Background: an optimization exercise with open tools, aiming at small area. Do not read the settings as production practice. RTL that was checked went through simulation tests only; none was proved equivalent to the original.

run H:
==> flow/design.v <==
package ysyx_23060184_rf_pkg;
  typedef enum logic {RF_CLEAR, RF_RUN} rf_state_t;
  localparam logic [31:0] RF_ZERO_VAL = 32'h0;
  localparam int RF_A5_E = 15;
  localparam int RF_A7_I = 17;
endpackage
module ysyx_23060184_regfile_mp #(
  parameter int ADDR_WIDTH = 5,
  parameter int DATA_WIDTH = 32,
  parameter int NR_READ    = 2,
  parameter int ECALL_REG  = ysyx_23060184_rf_pkg::RF_A5_E
) (
  input  logic                          clk,
  input  logic                          rst,
  input  logic                          wen,
  input  logic [ADDR_WIDTH-1:0]         waddr,
  input  logic [DATA_WIDTH-1:0]         wdata,
  input  logic [NR_READ*ADDR_WIDTH-1:0] raddr,
  input  logic                          ecall,
  output logic [NR_READ*DATA_WIDTH-1:0] rdata,
  input  logic                          issue_en,
  input  logic [ADDR_WIDTH-1:0]         issue_rd,
  output logic [NR_READ-1:0]            rbusy,
  output logic                          ready
);
  localparam int NUM = 32;
  logic       r_run;
  logic [4:0] r_lfsr;
  always_ff @(posedge clk or posedge rst) begin
    if (rst) begin
      r_run  <= 1'b0;
      r_lfsr <= 5'd1;
    end else begin
      r_lfsr <= {r_lfsr[3:0], r_lfsr[4] ^ r_lfsr[2]};
      if (r_lfsr == 5'd16) r_run <= 1'b1;
    end
  end
  assign ready = r_run;
  logic [NUM-1:1]        w_we;
  logic [NUM-1:1]        w_iss;
  logic [DATA_WIDTH-1:0] w_wd;
  logic [DATA_WIDTH-1:0] r_mem [1:NUM-1];
  ysyx_23060184_rf_wdec u_wdec (.i_run(r_run), .i_en(wen), .i_addr(waddr), .o_sel(w_we));
  assign w_wd = wdata & {DATA_WIDTH{r_run}};
  always_ff @(posedge clk) begin
    for (int j = 1; j < NUM; j++)
      if (w_we[j]) r_mem[j] <= w_wd;
  end
  logic [NUM-1:1] r_idle;
  logic [NUM-1:1] w_iss_n;
  assign w_iss_n = ~w_iss;
  ysyx_23060184_rf_dec u_idec (.i_en(r_run & issue_en), .i_addr(issue_rd), .o_sel(w_iss));
  always_ff @(posedge clk) begin
    r_idle <= (r_idle | w_we) & w_iss_n;
  end
  logic [4:0] w_ra [2];
  assign w_ra[0] = raddr[4:0];
  assign w_ra[1] = ecall ? 5'(ECALL_REG) : raddr[9:5];
  for (genvar g = 0; g < 2; g++) begin : g_rd
    logic [NUM-1:1] w_sel;
    logic           w_any;
    ysyx_23060184_rf_dec u_dec (.i_en(r_run), .i_addr(w_ra[g]), .o_sel(w_sel));
    assign w_any = r_run & (|w_ra[g]);
    for (genvar b = 0; b < DATA_WIDTH; b++) begin : g_bit
      logic [NUM-1:1] w_col;
      for (genvar j = 1; j < NUM; j++) begin : g_col
        assign w_col[j] = r_mem[j][b];
      end
      ysyx_23060184_rf_aomux u_mux (.i_sel(w_sel), .i_d(w_col), .o_y(rdata[g*DATA_WIDTH + b]));
    end
    ysyx_23060184_rf_aomux_n u_bmux (.i_sel(w_sel), .i_any(w_any), .i_dn(r_idle), .o_y(rbusy[g]));
  end
endmodule
module ysyx_23060184_rf_dec (
  input  logic        i_en,
  input  logic [4:0]  i_addr,
  output logic [31:1] o_sel
);
  logic [3:0] w_lo_n;
  logic [7:0] w_hi_n;
  ysyx_23060184_rf_predec u_pre (.i_lo_on(i_en), .i_lo_force(1'b0), .i_hi_force(1'b0),
                                 .i_addr(i_addr), .o_lo_n(w_lo_n), .o_hi_n(w_hi_n));
  for (genvar j = 1; j < 32; j++) begin : g_sel
    ysyx_23060184_rf_nor2 u_nor (.i_a(w_lo_n[j % 4]), .i_b(w_hi_n[j / 4]), .o_y(o_sel[j]));
  end
endmodule
module ysyx_23060184_rf_wdec (
  input  logic        i_run,
  input  logic        i_en,
  input  logic [4:0]  i_addr,
  output logic [31:1] o_sel
);
  logic [3:0] w_lo_n;
  logic [7:0] w_hi_n;
  ysyx_23060184_rf_predec u_pre (.i_lo_on(i_en), .i_lo_force(~i_run), .i_hi_force(~i_run),
                                 .i_addr(i_addr), .o_lo_n(w_lo_n), .o_hi_n(w_hi_n));
  for (genvar j = 1; j < 32; j++) begin : g_sel
    ysyx_23060184_rf_nor2 u_nor (.i_a(w_lo_n[j % 4]), .i_b(w_hi_n[j / 4]), .o_y(o_sel[j]));
  end
endmodule
module ysyx_23060184_rf_predec (
  input  logic       i_lo_on,
  input  logic       i_lo_force,
  input  logic       i_hi_force,
  input  logic [4:0] i_addr,
  output logic [3:0] o_lo_n,
  output logic [7:0] o_hi_n
);
  always_comb begin
    for (int k = 0; k < 4; k++)
      o_lo_n[k] = !(i_lo_force || (i_lo_on && i_addr[1:0] == 2'(k)));
    for (int k = 0; k < 8; k++)
      o_hi_n[k] = !(i_hi_force || (i_addr[4:2] == 3'(k)));
  end
endmodule
module ysyx_23060184_rf_nor2 (
  input  logic i_a,
  input  logic i_b,
  output logic o_y
);
  assign o_y = ~(i_a | i_b);
endmodule
module ysyx_23060184_rf_aomux (
  input  logic [31:1] i_sel,
  input  logic [31:1] i_d,
  output logic        o_y
);
  logic [10:0] w_n;
  for (genvar k = 0; k < 10; k++) begin : g_grp
    ysyx_23060184_rf_aoi222 u_aoi (.i_s(i_sel[3*k+1 +: 3]), .i_d(i_d[3*k+1 +: 3]), .o_n(w_n[k]));
  end
  assign w_n[10] = ~(i_sel[31] & i_d[31]);
  ysyx_23060184_rf_nand11 u_nand (.i_n(w_n), .o_y(o_y));
endmodule
module ysyx_23060184_rf_nand11 (
  input  logic [10:0] i_n,
  output logic        o_y
);
  assign o_y = ~&i_n;
endmodule
module ysyx_23060184_rf_aomux_n (
  input  logic [31:1] i_sel,
  input  logic        i_any,
  input  logic [31:1] i_dn,
  output logic        o_y
);
  logic [11:0] w_p;
  for (genvar k = 0; k < 10; k++) begin : g_grp
    ysyx_23060184_rf_aoi222 u_aoi (.i_s(i_sel[3*k+1 +: 3]), .i_d(i_dn[3*k+1 +: 3]), .o_n(w_p[k]));
  end
  assign w_p[10] = ~(i_sel[31] & i_dn[31]);
  assign w_p[11] = i_any;
  ysyx_23060184_rf_and12 u_and (.i_p(w_p), .o_y(o_y));
endmodule
module ysyx_23060184_rf_aoi222 (
  input  logic [2:0] i_s,
  input  logic [2:0] i_d,
  output logic       o_n
);
  assign o_n = ~|(i_s & i_d);
endmodule
module ysyx_23060184_rf_and12 (
  input  logic [11:0] i_p,
  output logic        o_y
);
  logic [2:0] w_n;
  for (genvar k = 0; k < 3; k++) begin : g_n
    ysyx_23060184_rf_nand4 u_n (.i_a(i_p[4*k +: 4]), .o_n(w_n[k]));
  end
  ysyx_23060184_rf_nor3 u_o (.i_a(w_n), .o_y(o_y));
endmodule
module ysyx_23060184_rf_nand4 (
  input  logic [3:0] i_a,
  output logic       o_n
);
  assign o_n = ~&i_a;
endmodule
module ysyx_23060184_rf_nor3 (
  input  logic [2:0] i_a,
  output logic       o_y
);
  assign o_y = ~|i_a;
endmodule
clock: 6.0 ns
lec_check: 0
cap_margin: 20
core_margin: 2
core_utilization: 75
slew_margin: 20
synth_hierarchical: 1
synth_minimum_keep_size: 0
standard.sh (not shown) runs the stock make flow with config.mk's settings and CLKGATE_MAP_FILE= SYNTH_SCRIPT=/design/flow/synth_recipe.tcl, a recipe that flattens the netlist after the stock synthesis.
==> flow/flow/run.sh <==
#!/bin/bash
# Standard ORFS layout with buf_1 port buffers and a clock tree of clkbuf_8 leaves, no dummy loads.
set -euo pipefail
export BUFFER_PORTS_ARGS="-buffer_cell sky130_fd_sc_hd__buf_1"
export CTS_ARGS="-sink_clustering_enable -repair_clock_nets -dont_use_dummy_load -root_buf sky130_fd_sc_hd__clkbuf_16 -buf_list sky130_fd_sc_hd__clkbuf_8 -sink_clustering_size 14 -sink_clustering_max_diameter 50"
bash standard.sh > orfs_make.log 2>&1
Every stage of the flow completed for run H, and the final layout passed the timing, design-rule and antenna checks.
--- input diff run H..run Z ---
-- flow/design.v --
<<< run H, line 77
  output logic [31:1] o_sel
);
  logic [3:0] w_lo_n;
  logic [7:0] w_hi_n;
  ysyx_23060184_rf_predec u_pre (.i_lo_on(i_en), .i_lo_force(1'b0), .i_hi_force(1'b0),
                                 .i_addr(i_addr), .o_lo_n(w_lo_n), .o_hi_n(w_hi_n));
  for (genvar j = 1; j < 32; j++) begin : g_sel
    ysyx_23060184_rf_nor2 u_nor (.i_a(w_lo_n[j % 4]), .i_b(w_hi_n[j / 4]), .o_y(o_sel[j]));
  end
endmodule
module ysyx_23060184_rf_wdec (
>>> run Z, line 77
  output logic [31:1] o_sel
);
  always_comb
    for (int j = 1; j < 32; j++) o_sel[j] = i_en && (i_addr == 5'(j));
endmodule
module ysyx_23060184_rf_wdec (
<<< run H, line 91
  output logic [31:1] o_sel
);
  logic [3:0] w_lo_n;
  logic [7:0] w_hi_n;
  ysyx_23060184_rf_predec u_pre (.i_lo_on(i_en), .i_lo_force(~i_run), .i_hi_force(~i_run),
                                 .i_addr(i_addr), .o_lo_n(w_lo_n), .o_hi_n(w_hi_n));
  for (genvar j = 1; j < 32; j++) begin : g_sel
    ysyx_23060184_rf_nor2 u_nor (.i_a(w_lo_n[j % 4]), .i_b(w_hi_n[j / 4]), .o_y(o_sel[j]));
  end
endmodule
module ysyx_23060184_rf_predec (
  input  logic       i_lo_on,
  input  logic       i_lo_force,
  input  logic       i_hi_force,
  input  logic [4:0] i_addr,
  output logic [3:0] o_lo_n,
  output logic [7:0] o_hi_n
);
  always_comb begin
    for (int k = 0; k < 4; k++)
      o_lo_n[k] = !(i_lo_force || (i_lo_on && i_addr[1:0] == 2'(k)));
    for (int k = 0; k < 8; k++)
      o_hi_n[k] = !(i_hi_force || (i_addr[4:2] == 3'(k)));
  end
endmodule
module ysyx_23060184_rf_nor2 (
  input  logic i_a,
  input  logic i_b,
  output logic o_y
);
  assign o_y = ~(i_a | i_b);
endmodule
module ysyx_23060184_rf_aomux (
>>> run Z, line 86
  output logic [31:1] o_sel
);
  logic [3:0] w_lo;
  logic [7:0] w_hi;
  always_comb begin
    for (int k = 0; k < 4; k++) w_lo[k] = !i_run || (i_en && i_addr[1:0] == 2'(k));
    for (int k = 0; k < 8; k++) w_hi[k] = !i_run || (i_addr[4:2] == 3'(k));
    for (int j = 1; j < 32; j++) o_sel[j] = w_lo[j % 4] && w_hi[j / 4];
  end
endmodule
module ysyx_23060184_rf_aomux (
==> comparison <==
On insertion delay to the later sink of the worst-skew pair, the lower figure sits with run Z, not run H.
Summary — total routing resource utilization after global routing, run Z relative to run H: lower, by 6.3 points.
Diff run H -> run Z: post-synthesis instance area saw little to no change, sequential share of layout area saw an increase, met1 routed wirelength after detailed routing saw a decrease, growth of design area from synthesis to finish saw a decrease, setup slack of the critical path after layout saw an increase.
Re number of sinks driven by the clock tree: no difference whatsoever between run H and run Z.
Status: endpoint required time on the critical path parity (run Z, run H)
Run Z ended up with fewer standard cells than run H.
Timing startpoint of the critical path = ecall: run Z; timing startpoint of the critical path = raddr[9]: run H
Total die area of run Z is on par with run H.
Taking run H as the reference point, the post-route cell area of run Z falls by 0.53%.
For run Z, only the layout was checked, not whether the RTL still works.

[what the ideal ports hide]
How much do the figures lean on ideal ports? The routed layouts below were timed once more, with nothing changed but the port constraints. Step 1: set_driving_cell puts a clkbuf_16 on clk and a buf_2 on each other input, an assumption about the parent block. Step 2 adds t to the input delays and takes it off the output delays; t is the mean of the earliest and latest rising clock arrival at the registers after step 1. Input paths then give back, and output paths get back, about the clock's delay inside the block. a / b / c = no drivers / after step 1 / after step 2; a / b = the first two.
run	t, ns	setup WS [ns]	worst slew at a driven data input, ns
run H	0.718	0.122 / 0.100 / 0.100	0.14
run Z	0.671	0.257 / 0.202 / 0.234	0.04
After both steps every run listed still meets setup and hold. The setup slack of run Z, which loses most, moves by -0.055 ns with the drivers and by -0.023 ns with both steps.
